Source: an optimization exercise on an open RTL-to-GDS flow (aim: small area, a short achievable clock period and few clock cycles per item). Production flows keep margins and buffers that such runs may drop. RTL that was checked went through simulation tests only; none was proved equivalent to the original. No activity file was given, so power comes from the tool's default toggle rates.

// byte_pattern_replace_core
module byte_pattern_replace_core (
   input  logic        clock,
   input  logic        reset,
   input  logic        req_valid,
   output logic        req_ready,
   input  logic [8:0]  req_data,
   output logic        rsp_valid,
   input  logic        rsp_ready,
   output logic [26:0] rsp_data,
   input  logic        csr_write_en,
   input  logic [2:0]  csr_index,
   input  logic [63:0] csr_write_data
);
   localparam int N = 17;    
   logic [15:0][7:0] pat_q, rpl_q;
   logic [4:0]       len_q;      
   logic [15:0]      lim_q;
   logic [63:0]      wd;
   logic [5:0]       cfg_en;
   assign wd = csr_write_data & {64{~reset}};
   always_comb begin
      for (int k = 0; k < 6; k++)
         cfg_en[k] = reset | (csr_write_en && csr_index == 3'(k));
   end
   always_ff @(posedge clock) begin
      if (cfg_en[0]) pat_q[7:0]  <= wd;
      if (cfg_en[1]) pat_q[15:8] <= wd;
      if (cfg_en[2]) rpl_q[7:0]  <= wd;
      if (cfg_en[3]) rpl_q[15:8] <= wd;
  ...
Size: about 110 I/O pins.
export LEC_CHECK = 0
export CAP_MARGIN = 20
export CORE_MARGIN = 2
export CORE_UTILIZATION = 55
export CTS_BUF_LIST = sky130_fd_sc_hd__clkbuf_8
export SETUP_SLACK_MARGIN = 4.0
export SLEW_MARGIN = 20
export TNS_END_PERCENT = 20
create_clock -name core_clock -period 6.5 [get_ports {clock}]
standard.sh (not shown) runs the stock make flow with config.mk's settings and CLKGATE_MAP_FILE= SYNTH_SCRIPT=/design/flow/synth_recipe.tcl, a recipe that flattens the netlist after the stock synthesis.
==> flow/flow/run.sh <==
#!/bin/bash
# The standard layout, with the port buffers made from buf_4 cells instead of the
# resizer's default choice.  standard.sh's output goes to standard.log.
set -e
export BUFFER_PORTS_ARGS="-buffer_cell sky130_fd_sc_hd__buf_4"
bash standard.sh > standard.log 2>&1
Change:
==> flow/flow/run.sh (replaced) <==
#!/bin/bash
# The standard layout, with the port buffers made from buf_2 cells instead of the
# resizer's default choice.  standard.sh's output goes to standard.log.
set -e
export BUFFER_PORTS_ARGS="-buffer_cell sky130_fd_sc_hd__buf_2"
bash standard.sh > standard.log 2>&1
Result: The changed run produced a clean layout; global-route usage climbs by 0.71 points; non-clock buffer count climbs by 20; via count grows by 1.0%; synthesized area does not change; wire length increases by 1.9%; core utilization climbs by 0.13 points; hold slack gets better by 0.010 ns; first-iteration DRC count went up by 24%.
Function was not checked in any run of this note: the RTL went through the layout flow alone.

---

byte_pattern_replace_core, a different RTL version from the one above (not shown whole).
For scale: roughly 580 flip-flops, roughly 110 I/O pins, roughly 27000 µm² of cells after synthesis.
==> flow/config.mk <==
export PLATFORM = sky130hd
export DESIGN_NAME = byte_pattern_replace_core
export DESIGN_NICKNAME = byte_pattern_replace_core
export VERILOG_FILES = /design/flow/design.v
export SDC_FILE = /design/flow/constraint.sdc
export NUM_CORES = 4
export LEC_CHECK = 0
export ABC_AREA = 1
export CAP_MARGIN = 20
export CORE_MARGIN = 2
export CORE_UTILIZATION = 55
export CTS_BUF_LIST = sky130_fd_sc_hd__clkbuf_8
export SETUP_SLACK_MARGIN = 4.0
export SLEW_MARGIN = 20
export TNS_END_PERCENT = 20
==> flow/constraint.sdc <==
create_clock -name core_clock -period 6.5 [get_ports {clock}]
set_input_delay 1.3000 -clock core_clock [delete_from_list [all_inputs] [get_ports {clock}]]
set_output_delay 1.3000 -clock core_clock [all_outputs]
set_load 0.01 [all_outputs]
==> flow/flow/run.sh <==
#!/bin/bash
# The standard layout, with the port buffers made from buf_4 cells instead of the
# resizer's default choice.  standard.sh's output goes to standard.log.
set -e
export BUFFER_PORTS_ARGS="-buffer_cell sky130_fd_sc_hd__buf_4"
bash standard.sh > standard.log 2>&1
The starting point went through all stages and came out clean.
Testbench counts at the start, summed over its fixed seeds: cycles 23,020, bytes 22,436.
Edit:
==> flow/run.sh (new file) <==
#!/bin/bash
# synth_recipe.tcl (not shown) runs the flow's synth.tcl, then flattens the netlist and writes it again
# the make line also repeats each setting of config.mk as NAME=value (left out here)
make -C /OpenROAD-flow-scripts/flow DESIGN_CONFIG=/design/flow/config.mk WORK_HOME=/design/flow/orfs CLKGATE_MAP_FILE= SYNTH_SCRIPT=/design/flow/synth_recipe.tcl finish
--- a/flow/config.mk
+++ b/flow/config.mk
@@ -6,10 +6,7 @@
 export NUM_CORES = 4
 export LEC_CHECK = 0
-export ABC_AREA = 1
 export CAP_MARGIN = 20
 export CORE_MARGIN = 2
 export CORE_UTILIZATION = 55
-export CTS_BUF_LIST = sky130_fd_sc_hd__clkbuf_8
 export SETUP_SLACK_MARGIN = 4.0
 export SLEW_MARGIN = 20
-export TNS_END_PERCENT = 20
removed: flow/flow/run.sh
removed: flow/standard.sh
Result:
- design area climbs by 2.7%
- synthesized cell count drops by 30%
- worst hold slack stays flat
- count of clock-buffer cells in the layout went down by 19
Edit:
--- a/flow/config.mk
+++ b/flow/config.mk
@@ -9,4 +9,6 @@
 export CORE_MARGIN = 2
 export CORE_UTILIZATION = 55
+export CTS_BUF_LIST = sky130_fd_sc_hd__clkbuf_8
 export SETUP_SLACK_MARGIN = 4.0
 export SLEW_MARGIN = 20
+export TNS_END_PERCENT = 20
Outcome:
- The new run produced a clean layout
- worst setup slack gets worse by 0.12 ns
- cell area came out lower by 4.1%
- final cell count came out higher by 0.44%
- synthesized cell count stays the same
- utilization came out lower by 2.7 points
- combinational power came out lower by 6.9%
- worst hold slack gets worse by 0.010 ns
- sequential cell count does not change
- synthesized area does not change
- clock-buffer cell count came out higher by 14
Edit:
==> flow/flow/run.sh (new file) <==
#!/bin/bash
# The standard layout, with the port buffers made from buf_4 cells instead of the
# resizer's default choice.  standard.sh's output goes to standard.log.
set -e
export BUFFER_PORTS_ARGS="-buffer_cell sky130_fd_sc_hd__buf_4"
bash standard.sh > standard.log 2>&1
==> flow/standard.sh (new file) <==
#!/bin/bash
# synth_recipe.tcl (not shown) runs the flow's synth.tcl, then flattens the netlist and writes it again
# the make line also repeats each setting of config.mk as NAME=value (left out here)
make -C /OpenROAD-flow-scripts/flow DESIGN_CONFIG=/design/flow/config.mk WORK_HOME=/design/flow/orfs CLKGATE_MAP_FILE= SYNTH_SCRIPT=/design/flow/synth_recipe.tcl "${@:-finish}"
--- a/flow/config.mk
+++ b/flow/config.mk
@@ -10,4 +10,6 @@
 export CORE_UTILIZATION = 55
 export CTS_BUF_LIST = sky130_fd_sc_hd__clkbuf_8
+export CTS_CLUSTER_DIAMETER = 60
+export CTS_CLUSTER_SIZE = 20
 export SETUP_SLACK_MARGIN = 4.0
 export SLEW_MARGIN = 20
removed: flow/run.sh
What happened: The new run completed without violations; wire length is about the same; clock power shrinks by 22%; worst hold slack is better by 0.022 ns; clock-buffer cell count went down by 51; combinational power rose by about 0.8%; register-to-register slack is better by 0.03 ns; design area fell by 2.8%; final cell count drops by 3.6%; via count falls by 1.8%; clock skew hardly moves.
Edit:
==> flow/run.sh (new file) <==
#!/bin/bash
# synth_recipe.tcl (not shown) runs the flow's synth.tcl, then flattens the netlist and writes it again
# the make line also repeats each setting of config.mk as NAME=value (left out here)
make -C /OpenROAD-flow-scripts/flow DESIGN_CONFIG=/design/flow/config.mk WORK_HOME=/design/flow/orfs CLKGATE_MAP_FILE= SYNTH_SCRIPT=/design/flow/synth_recipe.tcl finish
--- a/flow/config.mk
+++ b/flow/config.mk
@@ -9,8 +9,4 @@
 export CORE_MARGIN = 2
 export CORE_UTILIZATION = 55
-export CTS_BUF_LIST = sky130_fd_sc_hd__clkbuf_8
-export CTS_CLUSTER_DIAMETER = 60
-export CTS_CLUSTER_SIZE = 20
-export SETUP_SLACK_MARGIN = 4.0
+export SETUP_SLACK_MARGIN = 3.6
 export SLEW_MARGIN = 20
-export TNS_END_PERCENT = 20
removed: flow/flow/run.sh
removed: flow/standard.sh
Synthesized cell count does not change.
Final area climbs by 2.1%.
Synthesized area is unchanged.

-- static timing again, ports no longer ideal --
How much do the figures lean on ideal ports? The routed layouts below were timed once more, with nothing changed but the port constraints. Step 1: set_driving_cell puts a clkbuf_16 on clock and a buf_2 on each other input, an assumption about the parent block. Step 2 adds t to the input delays and takes it off the output delays; t is the mean of the earliest and latest rising clock arrival at the registers after step 1. Input paths then give back, and output paths get back, about the clock's delay inside the block. Three values: ideal ports, drivers, drivers and shift; two values: the first two.
| run | shift t [ns] | setup slack, ns | worst setup path at the end | cell pins on the clock port's net |
|---|---|---|---|---|
| the first run of note 1 | 0.744 | 3.838 / 3.821 / 3.213 | input to register | 1 |
| the second run of note 1 | 0.744 | 3.834 / 3.834 / 3.169 | input to register | 1 |
| the first run of note 2 | 0.724 | 3.885 / 3.832 / 3.256 | input to register | 1 |
| the second run of note 2 | 0.649 | 3.996 / 3.962 / 3.372 | input to register | 1 |
| the third run of note 2 | 0.730 | 3.874 / 3.818 / 3.242 | input to register | 1 |
| the fourth run of note 2 | 0.707 | 3.895 / 3.841 / 3.282 | input to register | 1 |
| the fifth run of note 2 | 0.669 | 3.629 / 3.581 / 2.990 | input to register | 1 |
After both steps setup and hold are still met in every run listed. The setup slack of the second run of note 1, which loses most, moves by 0.000 ns with the drivers and by -0.665 ns with both steps.
